What follows belongs to an exercise in optimizing a design on an open flow for small area and few clock cycles; a production flow would make more cautious choices. Function was checked by simulation only, so behaviour that the tests miss may differ from the original.

## epsilon
==> flow/design.v <==
`timescale 1ns / 1ps
package mrr_pkg;
  localparam int unsigned MAX_N         = 32;
  localparam int unsigned ELEMENT_WIDTH = 64;
  localparam int unsigned CFG_W     = 6;
  localparam int unsigned APB_AW    = 3;
  localparam int unsigned APB_DW    = 32;
  localparam int unsigned REG_IDX_W = APB_AW - 2;
  localparam logic [REG_IDX_W-1:0] REG_MATRIX_SIZE = '0;
  localparam logic [CFG_W-1:0]     RESET_SIZE      = CFG_W'(4);
  localparam int unsigned POS_W     = $clog2(MAX_N);
  localparam int unsigned WIN_DEPTH = MAX_N;
  localparam int unsigned SLOT_W    = $clog2(WIN_DEPTH);
endpackage
`timescale 1ns / 1ps
module mrr_ram #(
  parameter  int unsigned DEPTH = 32,
  parameter  int unsigned WIDTH = 64,
  localparam int unsigned AW    = $clog2(DEPTH)
) (
  input  logic             clk_i,
  input  logic             we_i,
  input  logic [AW-1:0]    addr_i,
  input  logic [WIDTH-1:0] wdata_i,
  output logic [WIDTH-1:0] rdata_o
);
  logic [WIDTH-1:0] mem [DEPTH];
  always_ff @(posedge clk_i) begin
    if (we_i) begin
      mem[addr_i] <= wdata_i;
    end
  end
  always_comb begin
    rdata_o = '0;
    for (int unsigned i = 0; i < DEPTH; i++) begin
      rdata_o = rdata_o | (mem[i] & {WIDTH{addr_i == AW'(i)}});
    end
  end
endmodule
`timescale 1ns / 1ps
import mrr_pkg::*;
module matrix_ring_rotate_by_one (
  input  logic                            clk_i,
  input  logic                            rst_ni,
  input  logic                            in_valid_i,
  output logic                            in_ready_o,
  input  logic signed [ELEMENT_WIDTH-1:0] element_i,
  output logic                            out_valid_o,
  input  logic                            out_ready_i,
  output logic signed [ELEMENT_WIDTH-1:0] rotated_element_o,
  output logic                            run_last_o,
  output logic                            frame_last_o,
  input  logic                            psel,
  input  logic                            penable,
  input  logic                            pwrite,
  input  logic [APB_AW-1:0]               paddr,
  input  logic [APB_DW-1:0]               pwdata,
  output logic [APB_DW-1:0]               prdata,
  output logic                            pready
);
  localparam int unsigned PW = mrr_pkg::POS_W;
  localparam int unsigned EW = mrr_pkg::ELEMENT_WIDTH;
  logic [CFG_W-1:0] cfg_size_q;
  logic             cfg_sel;
  logic             cfg_we;
  assign pready  = 1'b1;
  assign cfg_sel = (paddr[APB_AW-1:2] == REG_MATRIX_SIZE);
  assign cfg_we  = psel && penable && pwrite && cfg_sel;
  always_ff @(posedge clk_i or negedge rst_ni) begin
    if (!rst_ni) begin
      cfg_size_q <= RESET_SIZE;
    end else if (cfg_we) begin
      cfg_size_q <= pwdata[CFG_W-1:0];
    end
  end
  always_comb begin
    prdata = '0;
    if (cfg_sel) begin
      prdata[CFG_W-1:0] = cfg_size_q;
    end
  end
  logic [PW-1:0] nm1;
  always_comb begin
    if (cfg_size_q == '0) begin
      nm1 = '0;
    end else if (cfg_size_q > CFG_W'(MAX_N)) begin
      nm1 = PW'(MAX_N - 1);
    end else begin
      nm1 = PW'(cfg_size_q - CFG_W'(1));
    end
  end
  logic [PW-1:0] in_row_q, in_col_q;
  logic [PW-1:0] fo_q;
  logic          flush_q;
  logic          par_q;
  logic          n_odd;
  logic          in_last;
  logic          in_acc;
  logic          o_valid_q;
  logic          can_load;
  logic          issue;
  assign n_odd    = !nm1[0];
  assign in_last  = (in_row_q == nm1) && (in_col_q == nm1);
  assign can_load = !o_valid_q || out_ready_i;
  always_comb begin
    if (flush_q) begin
      in_ready_o = (in_col_q == fo_q) && can_load;
    end else begin
      in_ready_o = (in_row_q == '0) || can_load;
    end
  end
  assign in_acc = in_valid_i && in_ready_o;
  assign issue  = flush_q ? can_load : (in_acc && (in_row_q != '0));
  always_ff @(posedge clk_i or negedge rst_ni) begin
    if (!rst_ni) begin
      in_row_q <= '0;
      in_col_q <= '0;
      fo_q     <= '0;
      flush_q  <= 1'b0;
      par_q    <= 1'b0;
    end else if (cfg_we) begin
      in_row_q <= '0;
      in_col_q <= '0;
      fo_q     <= '0;
      flush_q  <= 1'b0;
      par_q    <= 1'b0;
    end else begin
      if (in_acc) begin
        if (in_col_q == nm1) begin
          in_col_q <= '0;
          in_row_q <= in_last ? '0 : in_row_q + PW'(1);
        end else begin
          in_col_q <= in_col_q + PW'(1);
        end
      end
      if (flush_q && issue) begin
        fo_q <= (fo_q == nm1) ? '0 : fo_q + PW'(1);
      end
      if (in_acc && in_last) begin
        flush_q <= 1'b1;
        par_q   <= par_q ^ n_odd;
      end else if (flush_q && issue && (fo_q == nm1)) begin
        flush_q <= 1'b0;
      end
    end
  end
  function automatic logic [SLOT_W-1:0] swap_slot(input logic [SLOT_W-1:0] s);
    if (s == '0) begin
      swap_slot = '0;
    end else if (s[0]) begin
      swap_slot = s + SLOT_W'(1);
    end else begin
      swap_slot = s - SLOT_W'(1);
    end
  endfunction
  logic [PW-1:0]     q_row, q_col;
  logic              q_par;
  logic signed [PW+1:0] q_dif;
  logic signed [PW+1:0] q_sum;
  logic [SLOT_W-1:0] s_base;
  logic              s_fwd;
  logic              s_in;
  logic [SLOT_W-1:0] s_slot;
  logic [SLOT_W-1:0] w_slot;
  logic              w_en;
  assign q_row = flush_q ? nm1 : (in_row_q - PW'(1));
  assign q_col = flush_q ? fo_q : in_col_q;
  assign q_dif = $signed({2'b00, q_col}) - $signed({2'b00, q_row});
  assign q_sum = $signed({2'b00, q_row}) + $signed({2'b00, q_col}) - $signed({2'b00, nm1});
  assign q_par = par_q ^ (flush_q && n_odd);
  always_comb begin
    s_base = '0;
    s_fwd  = 1'b1;
    s_in   = 1'b0;
    if ((q_dif == '0) && (q_sum == '0) && (q_row == q_col)) begin
      s_base = '0;
    end else if ((q_dif > 0) && (q_sum <= 0)) begin
      s_base = SLOT_W'(q_dif - 1);
    end else if ((q_dif >= 0) && (q_sum > 0)) begin
      s_base = SLOT_W'(q_dif + q_sum - (PW + 2)'(!q_sum[0]));
    end else if ((q_dif < 0) && (q_sum >= 0)) begin
      s_base = SLOT_W'(q_sum);
      s_fwd  = 1'b0;
    end else begin
      s_in   = 1'b1;
    end
    s_slot = (n_odd && (s_fwd == q_par)) ? swap_slot(s_base) : s_base;
  end
  always_comb begin
    if ((in_row_q == '0) && !flush_q) begin
      w_slot = (n_odd && par_q) ? swap_slot(SLOT_W'(in_col_q)) : SLOT_W'(in_col_q);
      w_en   = in_acc;
    end else begin
      w_slot = s_slot;
      w_en   = in_acc && (flush_q || !s_in);
    end
  end
  logic [EW-1:0] rd_data;
  logic [EW-1:0] res;
  mrr_ram #(
    .DEPTH (WIN_DEPTH),
    .WIDTH (EW)
  ) u_window (
    .clk_i   (clk_i),
    .we_i    (w_en),
    .addr_i  (w_slot),
    .wdata_i (element_i),
    .rdata_o (rd_data)
  );
  assign res = s_in ? element_i : rd_data;
  logic [EW-1:0] o_data_q;
  logic          o_run_last_q;
  logic          o_frame_last_q;
  always_ff @(posedge clk_i or negedge rst_ni) begin
    if (!rst_ni) begin
      o_valid_q <= 1'b0;
    end else if (issue) begin
      o_valid_q <= 1'b1;
    end else if (out_ready_i) begin
      o_valid_q <= 1'b0;
    end
  end
  always_ff @(posedge clk_i) begin
    if (issue) begin
      o_data_q       <= res;
      o_run_last_q   <= flush_q ? (fo_q == nm1) : !in_last;
      o_frame_last_q <= flush_q && (fo_q == nm1);
    end
  end
  assign out_valid_o       = o_valid_q;
  assign rotated_element_o = o_data_q;
  assign run_last_o        = o_run_last_q;
  assign frame_last_o      = o_frame_last_q;
endmodule
export LEC_CHECK = 0
export CAP_MARGIN = 20
export CORE_MARGIN = 2
export CORE_UTILIZATION = 60
export CTS_CLUSTER_DIAMETER = 120
export CTS_CLUSTER_SIZE = 28
export SLEW_MARGIN = 20
create_clock -name core_clock -period 14.0 [get_ports {clk_i}]
standard.sh (not shown) runs the stock make flow with config.mk's settings and CLKGATE_MAP_FILE= SYNTH_SCRIPT=/design/flow/synth_recipe.tcl, a recipe that flattens the netlist after the stock synthesis.
==> flow/flow/run.sh <==
#!/bin/bash
# Layout flow: the standard flow (standard.sh) with three changes:
#  - ABC maps for area (flow/abc.script: no delay-driven buffering or upsizing),
#  - ports are buffered with the smallest buffer,
#  - the clock tree is built without dummy loads.
# Every step's full output goes to orfs/logs as usual; make's own output to flow_make.log.
set -euo pipefail
WORK=$(pwd)
rm -rf "$WORK/scripts"
cp -r "$FLOW_HOME/scripts" "$WORK/scripts"
cp "$WORK/flow/abc.script" "$WORK/scripts/abc_speed.script"
sed -i 's/^  -sink_clustering_enable \\$/  -sink_clustering_enable -dont_use_dummy_load \\/' "$WORK/scripts/cts.tcl"
grep -q -- '-dont_use_dummy_load' "$WORK/scripts/cts.tcl"
export SCRIPTS_DIR="$WORK/scripts"
export BUFFER_PORTS_ARGS="-buffer_cell sky130_fd_sc_hd__buf_1"
bash "$WORK/standard.sh" "$@" > "$WORK/flow_make.log" 2>&1
==> flow/flow/abc.script <==
strash
&get -n
&fraig -x
&put
scorr
dc2
strash
&get -n
&dch -f
&nf -R 1000
&put
topo
stime -c
Having completed the whole flow, epsilon delivered a layout that passed the timing, DRC and antenna checks.
Testbench counts of epsilon, summed over its fixed seeds: cycles 53,270.
What delta does differently from epsilon at the input level:
-- flow/design.v --
<<< epsilon, line 21
  input  logic             clk_i,
  input  logic             we_i,
  input  logic [AW-1:0]    addr_i,
  input  logic [WIDTH-1:0] wdata_i,
  output logic [WIDTH-1:0] rdata_o
);
>>> delta, line 21
  input  logic             clk_i,
  input  logic             we_i,
  input  logic [AW-1:0]    waddr_i,
  input  logic [WIDTH-1:0] wdata_i,
  input  logic [AW-1:0]    raddr_i,
  output logic [WIDTH-1:0] rdata_o
);
<<< epsilon, line 28
  always_ff @(posedge clk_i) begin
    if (we_i) begin
      mem[addr_i] <= wdata_i;
    end
  end
>>> delta, line 29
  always_ff @(posedge clk_i) begin
    if (we_i) begin
      mem[waddr_i] <= wdata_i;
    end
  end
<<< epsilon, line 34
    rdata_o = '0;
    for (int unsigned i = 0; i < DEPTH; i++) begin
      rdata_o = rdata_o | (mem[i] & {WIDTH{addr_i == AW'(i)}});
    end
  end
>>> delta, line 35
    rdata_o = '0;
    for (int unsigned i = 0; i < DEPTH; i++) begin
      rdata_o = rdata_o | (mem[i] & {WIDTH{raddr_i == AW'(i)}});
    end
  end
<<< epsilon, line 105
  always_comb begin
    if (flush_q) begin
      in_ready_o = (in_col_q == fo_q) && can_load;
    end else begin
      in_ready_o = (in_row_q == '0) || can_load;
>>> delta, line 106
  always_comb begin
    if (flush_q) begin
      in_ready_o = (in_col_q < fo_q) || ((in_col_q == fo_q) && can_load);
    end else begin
      in_ready_o = (in_row_q == '0) || can_load;
<<< epsilon, line 155
  endfunction
  logic [PW-1:0]     q_row, q_col;
  logic              q_par;
  logic signed [PW+1:0] q_dif;
  logic signed [PW+1:0] q_sum;
  logic [SLOT_W-1:0] s_base;
  logic              s_fwd;
>>> delta, line 156
  endfunction
  logic [PW-1:0]     q_row, q_col;
  logic [PW:0]       q_sum;
  logic              q_par;
  logic [SLOT_W-1:0] s_base;
  logic              s_fwd;
<<< epsilon, line 166
  assign q_row = flush_q ? nm1 : (in_row_q - PW'(1));
  assign q_col = flush_q ? fo_q : in_col_q;
  assign q_dif = $signed({2'b00, q_col}) - $signed({2'b00, q_row});
  assign q_sum = $signed({2'b00, q_row}) + $signed({2'b00, q_col}) - $signed({2'b00, nm1});
  assign q_par = par_q ^ (flush_q && n_odd);
  always_comb begin
>>> delta, line 166
  assign q_row = flush_q ? nm1 : (in_row_q - PW'(1));
  assign q_col = flush_q ? fo_q : in_col_q;
  assign q_sum = (PW + 1)'(q_row) + (PW + 1)'(q_col);
  assign q_par = par_q ^ (flush_q && n_odd);
  always_comb begin
<<< epsilon, line 173
    s_fwd  = 1'b1;
    s_in   = 1'b0;
    if ((q_dif == '0) && (q_sum == '0) && (q_row == q_col)) begin
      s_base = '0;
    end else if ((q_dif > 0) && (q_sum <= 0)) begin
      s_base = SLOT_W'(q_dif - 1);
    end else if ((q_dif >= 0) && (q_sum > 0)) begin
      s_base = SLOT_W'(q_dif + q_sum - (PW + 2)'(!q_sum[0]));
    end else if ((q_dif < 0) && (q_sum >= 0)) begin
      s_base = SLOT_W'(q_sum);
      s_fwd  = 1'b0;
    end else begin
>>> delta, line 172
    s_fwd  = 1'b1;
    s_in   = 1'b0;
    if ((q_row == q_col) && ({q_row, 1'b0} == (PW + 1)'(nm1))) begin
      s_base = '0;
    end else if ((q_row < q_col) && (q_sum <= (PW + 1)'(nm1))) begin
      s_base = SLOT_W'(q_col - q_row - PW'(1));
    end else if ((q_row <= q_col) && (q_sum > (PW + 1)'(nm1))) begin
      s_base = SLOT_W'({q_col, 1'b0} - (PW + 1)'(nm1) - (PW + 1)'(!(q_sum[0] ^ nm1[0])));
    end else if ((q_row > q_col) && (q_sum >= (PW + 1)'(nm1))) begin
      s_base = SLOT_W'(q_sum - (PW + 1)'(nm1));
      s_fwd  = 1'b0;
    end else begin
<<< epsilon, line 188
  end
  always_comb begin
    if ((in_row_q == '0) && !flush_q) begin
      w_slot = (n_odd && par_q) ? swap_slot(SLOT_W'(in_col_q)) : SLOT_W'(in_col_q);
      w_en   = in_acc;
    end else begin
      w_slot = s_slot;
      w_en   = in_acc && (flush_q || !s_in);
    end
  end
>>> delta, line 187
  end
  always_comb begin
    if (in_row_q == '0) begin
      w_slot = (n_odd && par_q) ? swap_slot(SLOT_W'(in_col_q)) : SLOT_W'(in_col_q);
      w_en   = in_acc;
    end else begin
      w_slot = s_slot;
      w_en   = in_acc && !s_in;
    end
  end
<<< epsilon, line 204
    .clk_i   (clk_i),
    .we_i    (w_en),
    .addr_i  (w_slot),
    .wdata_i (element_i),
    .rdata_o (rd_data)
  );
>>> delta, line 203
    .clk_i   (clk_i),
    .we_i    (w_en),
    .waddr_i (w_slot),
    .wdata_i (element_i),
    .raddr_i (s_slot),
    .rdata_o (rd_data)
  );
Results
Design area (lower): epsilon
delta: done, clean on timing, DRC and antenna
Looking at critical path depth across epsilon and delta, the one that comes out lower is epsilon.
epsilon → delta: setup slack down 0.028 ns, post-layout utilization of the core down 0.31 points, worst hold slack up 0.0063 ns, total number of vias up 400.
First-pass iteration count of the detailed router: delta vs epsilon down 2
Min multi-input gate count across epsilon and delta: epsilon
Looking at capturing instance or port of the critical path, the o_data_q[2] result is from delta; the o_data_q[17] one comes from epsilon.
Sort epsilon and delta by complex-gate fraction of the synthesized area asc -> top: epsilon
Standard-cell row count of delta exceeds that of epsilon slightly.
The clock latency reported for the late side of the worst-skew pair of delta and that of epsilon are within noise of each other.
Testbench counts of delta, summed over its fixed seeds: cycles 53,270.

static timing again, ports no longer ideal:
No port has a modelled driver above. Below, the same layouts with a new extraction and two added sets of constraints.
Step 1: set_driving_cell puts a clkbuf_16 on clk_i and a buf_2 on each other input, an assumption about the parent block.
Step 2, shift: input delay + t, output delay - t, t = (earliest + latest rising clock arrival at the registers) / 2. This alone moves slack from input paths to output paths.
Three values: no drivers, after step 1, after step 2; two values: the first two.
run	t, ns	setup WS [ns]	hold WS [ns]	worst slew at a driven data input, ns
epsilon	0.774	3.475 / 3.475 / 3.475	0.504 / 0.504 / 0.504	0.20
delta	0.772	3.447 / 3.447 / 3.447	0.510 / 0.510 / 0.510	0.18
After both steps every run listed still meets setup and hold.
